Background: an optimization exercise with open tools, aiming at small area, a short achievable clock period and few clock cycles per item. Do not read the settings as production practice. Only simulation tests tie the RTL to the original design; equivalence was not proved.

Design modred_top, start of the top module:
module modred_top (
  input  logic              clk_i,
  input  logic              rst_ni,
  input  logic              psel_i,
  input  logic              penable_i,
  input  logic              pwrite_i,
  input  logic [11:0]       paddr_i,
  input  modred_pkg::word_t pwdata_i,
  output modred_pkg::word_t prdata_o,
  output logic              pready_o,
  output logic              pslverr_o
);
Size in the first run: about 7,500 cells after synthesis, about 2,400 flip-flops, roughly 83 I/O pins, roughly 85,000 µm² of cells after synthesis.
clock: 10.0 ns
lec_check: 0
abc_clock_period_in_ps: 3500
cap_margin: 20
core_margin: 2
core_utilization: 60
place_density: 0.7
slew_margin: 20
standard.sh (not shown) runs the stock make flow with config.mk's settings and CLKGATE_MAP_FILE= SYNTH_SCRIPT=/design/flow/synth_recipe.tcl, a recipe that flattens the netlist after the stock synthesis.
==> flow/flow/run.sh <==
#!/bin/bash
# Own layout flow: the standard ORFS flow (standard.sh, so the standard
# synthesis unchanged) with three differences in how the layout is made:
#  - timing repair aims for setup slack of SETUP_SLACK_MARGIN ns beyond the
#    10 ns constraint, so cells on the longest paths get sized up;
#  - ports are buffered with sky130_fd_sc_hd__buf_2 rather than the smallest
#    buffer ORFS picks (a delay cell);
#  - clock tree synthesis adds no dummy loads for balancing.
# The clock period, SDC and all checks are the design's. make's output goes to
# flow_make.log here; each ORFS step writes its own full log under orfs/logs/.
set -euo pipefail
export SETUP_SLACK_MARGIN=6.8
export BUFFER_PORTS_ARGS="-buffer_cell sky130_fd_sc_hd__buf_2"
export CTS_ARGS="-sink_clustering_enable -repair_clock_nets -dont_use_dummy_load -sink_clustering_size 30"
bash standard.sh finish > flow_make.log 2>&1
Testbench counts at the start, summed over its fixed seeds: cycles 3,722, words 5,120.
Then changed:
--- a/flow/design.v
+++ b/flow/design.v
@@ -422,68 +422,66 @@
   localparam logic [1:0] REG_CFG   = 2'd0;
   localparam logic [1:0] REG_BASE  = 2'd1;
   localparam logic [1:0] REG_COUNT = 2'd2;
   localparam logic [1:0] REG_CTRL  = 2'd3;
   logic [4:0]            k_q     [0:1];
   logic                  kind_q  [0:1];
   logic [6-1:0] base_q  [0:1];
   logic [8:0]            count_q [0:1];
   logic [1:0]            busy_q;
   logic [1:0]            done_q;
   logic [PTR_W-1:0]      last_q  [0:1];
-  logic [5:0]            cm1_q   [0:1];    
   logic                  mem_pend_q;
   logic                  mem_we_q;
   logic [PTR_W-1:0]      mem_row_q;
   logic [WRD_W-1:0]      mem_word_q;
   logic                  pready_q;
   logic                  pslverr_q;
   modred_pkg::word_t     prdata_q;
   logic        setup;
   logic        is_mem;
   logic        is_reg;
   logic        esel;
   logic [1:0]  rsel;
   logic [4:0]  wr_k;
   logic        cfg_ok;
   logic        reg_err;
   logic [1:0]  start;
   modred_pkg::word_t reg_rdata;
   logic [1:0]  ending;      
-  logic [1:0]  wr_busy;     
   logic [1:0]  done_vis;
   assign setup  = psel_i & ~penable_i;
   assign is_mem = (paddr_i[11:10] == 2'b00);
   assign is_reg = (paddr_i[11:5] == 7'b0100000);
   assign esel   = paddr_i[4];
   assign rsel   = paddr_i[3:2];
   assign wr_k   = pwdata_i[4:0];
   assign cfg_ok = (wr_k >= 5'd2) && (wr_k <= 5'd16) &&
                   !(|pwdata_i[31:9]) && !(|pwdata_i[7:5]);
   always_comb begin
     reg_err = 1'b0;
     if (!is_reg) begin
       reg_err = 1'b1;
-    end else if (pwrite_i && wr_busy[esel]) begin
+    end else if (pwrite_i && busy_q[esel]) begin
       reg_err = 1'b1;
     end else if (pwrite_i && rsel == REG_CFG && !cfg_ok) begin
       reg_err = 1'b1;
     end
   end
   logic [1:0] wr_sel;       
   logic [1:0] cfg_we;
   logic [1:0] base_we;
   logic [1:0] count_we;
   always_comb begin
     for (int e = 0; e < 2; e++) begin
-      wr_sel[e]   = setup && pwrite_i && is_reg && (esel == 1'(e)) && !wr_busy[e];
+      wr_sel[e]   = setup && pwrite_i && is_reg && (esel == 1'(e)) && !busy_q[e];
       cfg_we[e]   = wr_sel[e] && (rsel == REG_CFG) && cfg_ok;
       base_we[e]  = wr_sel[e] && (rsel == REG_BASE);
       count_we[e] = wr_sel[e] && (rsel == REG_COUNT);
       start[e]    = wr_sel[e] && (rsel == REG_CTRL) && pwdata_i[0];
     end
   end
   always_comb begin
     reg_rdata = '0;
     if (is_reg) begin
       case (rsel)
         REG_CFG:   reg_rdata = {23'd0, kind_q[esel], 3'd0, k_q[esel]};
@@ -528,25 +526,27 @@
     prdata_q  <= setup ? reg_rdata : last_row_i[mem_word_q];
   end
   assign prdata_o  = prdata_q;
   assign pready_o  = pready_q;
   assign pslverr_o = pslverr_q;
   logic [PTR_W-1:0] last_pre_q [0:1];
   logic [PTR_W-1:0] rf    [0:1];
   logic [PTR_W:0]   rspan [0:1];
   logic [WRD_W-1:0] fb    [0:1];
   logic [WRD_W-1:0] lw    [0:1];
   always_comb begin
+    logic [5:0] cm1;      
     logic [6:0] endw;     
     for (int e = 0; e < 2; e++) begin
-      endw     = {1'b0, cm1_q[e]} + 7'(base_q[e][WRD_W-1:0]);
+      cm1      = (count_q[e][8:6] != 3'd0) ? 6'd63 : (count_q[e][5:0] - 6'd1);
+      endw     = {1'b0, cm1} + 7'(base_q[e][WRD_W-1:0]);
       rf[e]    = base_q[e][6-1:WRD_W];
       fb[e]    = base_q[e][WRD_W-1:0];
       lw[e]    = endw[WRD_W-1:0];
       rspan[e] = endw[WRD_W+PTR_W:WRD_W];
     end
   end
   function automatic logic [PTR_W-1:0] last_row_of(input logic [PTR_W-1:0] f,
                                                    input logic [PTR_W:0] span,
                                                    input logic [PTR_W-1:0] h);
     logic [PTR_W-1:0] off;
     off = h - f;
@@ -558,53 +558,49 @@
   endfunction
   always_ff @(posedge clk_i or negedge rst_ni) begin
     if (!rst_ni) begin
       busy_q <= '0;
       done_q <= '0;
       for (int e = 0; e < 2; e++) begin
         k_q[e]     <= '0;
         kind_q[e]  <= 1'b0;
         base_q[e]  <= '0;
         count_q[e] <= '0;
         last_q[e]  <= '0;
-        cm1_q[e]   <= '0;
       end
     end else begin
       for (int e = 0; e < 2; e++) begin
         if (start[e]) begin
           busy_q[e] <= (count_q[e] != 9'd0);
           done_q[e] <= (count_q[e] == 9'd0);
           last_q[e] <= last_pre_q[e];
         end else if (busy_q[e] && entry_row == last_q[e]) begin
           busy_q[e] <= 1'b0;
           done_q[e] <= 1'b1;
         end
         if (cfg_we[e]) begin
           k_q[e]    <= wr_k;
           kind_q[e] <= pwdata_i[8];
         end
         if (base_we[e]) begin
           base_q[e] <= pwdata_i[6-1:0];
         end
         if (count_we[e]) begin
           count_q[e] <= pwdata_i[8:0];
-          cm1_q[e]   <= (pwdata_i[8:6] != 3'd0) ? 6'd63 : (pwdata_i[5:0] - 6'd1);
         end
       end
     end
   end
   always_comb begin
     for (int e = 0; e < 2; e++) begin
-      ending[e]   = busy_q[e] && (last_q[e] == entry_row || last_q[e] == PTR_W'(entry_row + 1'b1) ||
-                                  last_q[e] == PTR_W'(entry_row + 2'd2));
-      wr_busy[e]  = busy_q[e] && (last_q[e] != entry_row);
+      ending[e]   = busy_q[e] && (last_q[e] == entry_row || last_q[e] == PTR_W'(entry_row + 1'b1));
       done_vis[e] = done_q[e] || ending[e];
     end
   end
   logic [ROW_W-1:0] pre_in0_q;
   logic [ROW_W-1:0] pre_in1_q;
   logic [ROW_W-1:0] pre_in_d [0:1];
   always_comb begin
     logic [PTR_W-1:0] roff;
     logic             in_rows;
     logic             is_first;
     logic             is_last;
Result: Clock-buffer cell count drops by 4. Cell area went down by 0.95%. Worst hold slack is worse by 9.2 ps. Worst setup slack is worse by 36 ps. Synthesized area is about the same.
Testbench counts after the change, summed over its fixed seeds: cycles 3,884, words 5,120.

## oak
Another version of the RTL of modred_top (not shown whole).
Size: roughly 7,600 cells after synthesis, about 2,400 flip-flops, about 83 I/O pins, about 85,000 µm² of cells after synthesis.
==> flow/config.mk <==
export PLATFORM = sky130hd
export DESIGN_NAME = modred_top
export DESIGN_NICKNAME = modred_top
export VERILOG_FILES = /design/flow/design.v
export SDC_FILE = /design/flow/constraint.sdc
export NUM_CORES = 4
export LEC_CHECK = 0
export ABC_CLOCK_PERIOD_IN_PS = 3500
export CAP_MARGIN = 20
export CORE_MARGIN = 2
export CORE_UTILIZATION = 60
export PLACE_DENSITY = 0.7
export SLEW_MARGIN = 20
==> flow/constraint.sdc <==
create_clock -name core_clock -period 10.0 [get_ports {clk_i}]
set_input_delay 2.0000 -clock core_clock [delete_from_list [all_inputs] [get_ports {clk_i}]]
set_output_delay 2.0000 -clock core_clock [all_outputs]
set_load 0.01 [all_outputs]
Scripts as last shown in full above: flow/flow/run.sh
Testbench counts of oak, summed over its fixed seeds: cycles 3,722, words 5,120.
Here is what was changed in the inputs of pine compared with oak.
-- flow/design.v --
<<< oak, line 22
  output logic [ROW_W-1:0][32-1:0] last_row_o  
);
  localparam int FIRST_PLAIN = 7;
  logic [PTR_W-1:0]                    ptr_q;
  logic [ROW_W-1:0][32-1:0]    head_q;
>>> pine, line 22
  output logic [ROW_W-1:0][32-1:0] last_row_o  
);
  localparam int FIRST_PLAIN = 8;
  logic [PTR_W-1:0]                    ptr_q;
  logic [ROW_W-1:0][32-1:0]    head_q;
<<< oak, line 199
  );
  assign a2_c = a2_on && a2_inc[{a2_sh, 1'b0}];
  logic [31:0] a2_x;
  assign a2_x = {a2_inc & a2_keep, s1_lo};
  logic        b_on;
  logic [1:0]  b_sh;
>>> pine, line 199
  );
  assign a2_c = a2_on && a2_inc[{a2_sh, 1'b0}];
  logic [31:0] s2_x;
  logic        s2_c;
  logic        s2_v;
  logic [3:0]  s2_kc;
  logic        s2_kind;
  always_ff @(posedge clk_i) begin
    s2_x    <= {a2_inc & a2_keep, s1_lo};
    s2_c    <= a2_c;
    s2_v    <= s1_v;
    s2_kc   <= s1_kc;
    s2_kind <= s1_kind;
  end
  logic        b_on;
  logic [1:0]  b_sh;
<<< oak, line 206
  logic [19:0] b_t1;
  logic [19:0] b_t2;
  assign b_on   = s1_v && b_used(s1_kc);
  assign b_sh   = b_shift(s1_kc);
  assign b_keep = ~(6'h3F << {b_sh, 1'b0});
  assign b_t1   = b_sh[0] ? {2'b00, a2_x[27:10]} : a2_x[27:8];
  assign b_t2   = b_sh[1] ? {4'h0, b_t1[19:4]} : b_t1;
  logic [31:0] s3_x;
>>> pine, line 216
  logic [19:0] b_t1;
  logic [19:0] b_t2;
  assign b_on   = s2_v && b_used(s2_kc);
  assign b_sh   = b_shift(s2_kc);
  assign b_keep = ~(6'h3F << {b_sh, 1'b0});
  assign b_t1   = b_sh[0] ? {2'b00, s2_x[27:10]} : s2_x[27:8];
  assign b_t2   = b_sh[1] ? {4'h0, b_t1[19:4]} : b_t1;
  logic [31:0] s3_x;
<<< oak, line 217
  logic        s3_kind;
  always_ff @(posedge clk_i) begin
    s3_x    <= b_on ? {4'h0, b_t2[13:0], a2_x[13:8] & b_keep, a2_x[7:0]} : a2_x;
    s3_c    <= a2_c;
    s3_v    <= s1_v;
    s3_kc   <= s1_kc;
    s3_kind <= s1_kind;
  end
  logic        b2_on;
>>> pine, line 227
  logic        s3_kind;
  always_ff @(posedge clk_i) begin
    s3_x    <= b_on ? {4'h0, b_t2[13:0], s2_x[13:8] & b_keep, s2_x[7:0]} : s2_x;
    s3_c    <= s2_c;
    s3_v    <= s2_v;
    s3_kc   <= s2_kc;
    s3_kind <= s2_kind;
  end
  logic        b2_on;
<<< oak, line 440
  modred_pkg::word_t reg_rdata;
  logic [1:0]  ending;      
  logic [1:0]  wr_busy;     
  logic [1:0]  done_vis;
  assign setup  = psel_i & ~penable_i;
>>> pine, line 450
  modred_pkg::word_t reg_rdata;
  logic [1:0]  ending;      
  logic [1:0]  done_vis;
  assign setup  = psel_i & ~penable_i;
<<< oak, line 454
    if (!is_reg) begin
      reg_err = 1'b1;
    end else if (pwrite_i && wr_busy[esel]) begin
      reg_err = 1'b1;
    end else if (pwrite_i && rsel == REG_CFG && !cfg_ok) begin
>>> pine, line 463
    if (!is_reg) begin
      reg_err = 1'b1;
    end else if (pwrite_i && busy_q[esel]) begin
      reg_err = 1'b1;
    end else if (pwrite_i && rsel == REG_CFG && !cfg_ok) begin
<<< oak, line 466
  always_comb begin
    for (int e = 0; e < 2; e++) begin
      wr_sel[e]   = setup && pwrite_i && is_reg && (esel == 1'(e)) && !wr_busy[e];
      cfg_we[e]   = wr_sel[e] && (rsel == REG_CFG) && cfg_ok;
      base_we[e]  = wr_sel[e] && (rsel == REG_BASE);
>>> pine, line 475
  always_comb begin
    for (int e = 0; e < 2; e++) begin
      wr_sel[e]   = setup && pwrite_i && is_reg && (esel == 1'(e)) && !busy_q[e];
      cfg_we[e]   = wr_sel[e] && (rsel == REG_CFG) && cfg_ok;
      base_we[e]  = wr_sel[e] && (rsel == REG_BASE);
<<< oak, line 585
  always_comb begin
    for (int e = 0; e < 2; e++) begin
      ending[e]   = busy_q[e] && (last_q[e] == entry_row || last_q[e] == PTR_W'(entry_row + 1'b1) ||
                                  last_q[e] == PTR_W'(entry_row + 2'd2));
      wr_busy[e]  = busy_q[e] && (last_q[e] != entry_row);
      done_vis[e] = done_q[e] || ending[e];
    end
>>> pine, line 594
  always_comb begin
    for (int e = 0; e < 2; e++) begin
      ending[e]   = busy_q[e] && (last_q[e] == entry_row || last_q[e] == PTR_W'(entry_row + 1'b1));
      done_vis[e] = done_q[e] || ending[e];
    end
Results
Summary of the comparison: sequential share of layout area is higher in pine, relative to oak.
oak and pine ended up with roughly the same fraction of cell area in non-clock buffers.
Taking oak as the reference point, the starting density of the core of pine rises by 0.16 points.
Per the comparison of pine with oak, number of fill cells now sits lower; setup slack after placement went up 0.23 ns; worst setup margin shows a reduction of 0.077 ns.
Testbench counts of pine, summed over its fixed seeds: cycles 3,884, words 5,120.

## separate check: timing with driven ports
Ports are ideal in the flow. The routed layouts listed here were re-timed in OpenROAD. Step 1 (the two cells are an assumption about what drives the block):
set clk [get_ports {clk_i}]
set_driving_cell -lib_cell sky130_fd_sc_hd__clkbuf_16 $clk
set_driving_cell -lib_cell sky130_fd_sc_hd__buf_2 [delete_from_list [all_inputs] $clk]
Step 2 moves the port delays by t, midway between the first and last clock arrival at a register: inputs arrive t later, outputs are due t later. That takes back most of the time a late clock gives input paths. Three values: no drivers, after step 1, after step 2; two values: the first two.
run	t (ns)	setup slack, ns	clock arrival spread, ns
the first run of note 1	0.875	6.528 / 6.565 / 5.691	0.084 / 0.083
the second run of note 1	0.871	6.492 / 6.492 / 6.007	0.074 / 0.073
oak	0.876	6.539 / 6.585 / 5.709	0.092 / 0.092
pine	0.875	6.462 / 6.462 / 5.692	0.060 / 0.060
After both steps setup and hold are still met in every run listed. For the first run of note 1, which loses most, drivers alone change the setup slack by +0.037 ns; drivers and shift together by -0.837 ns.
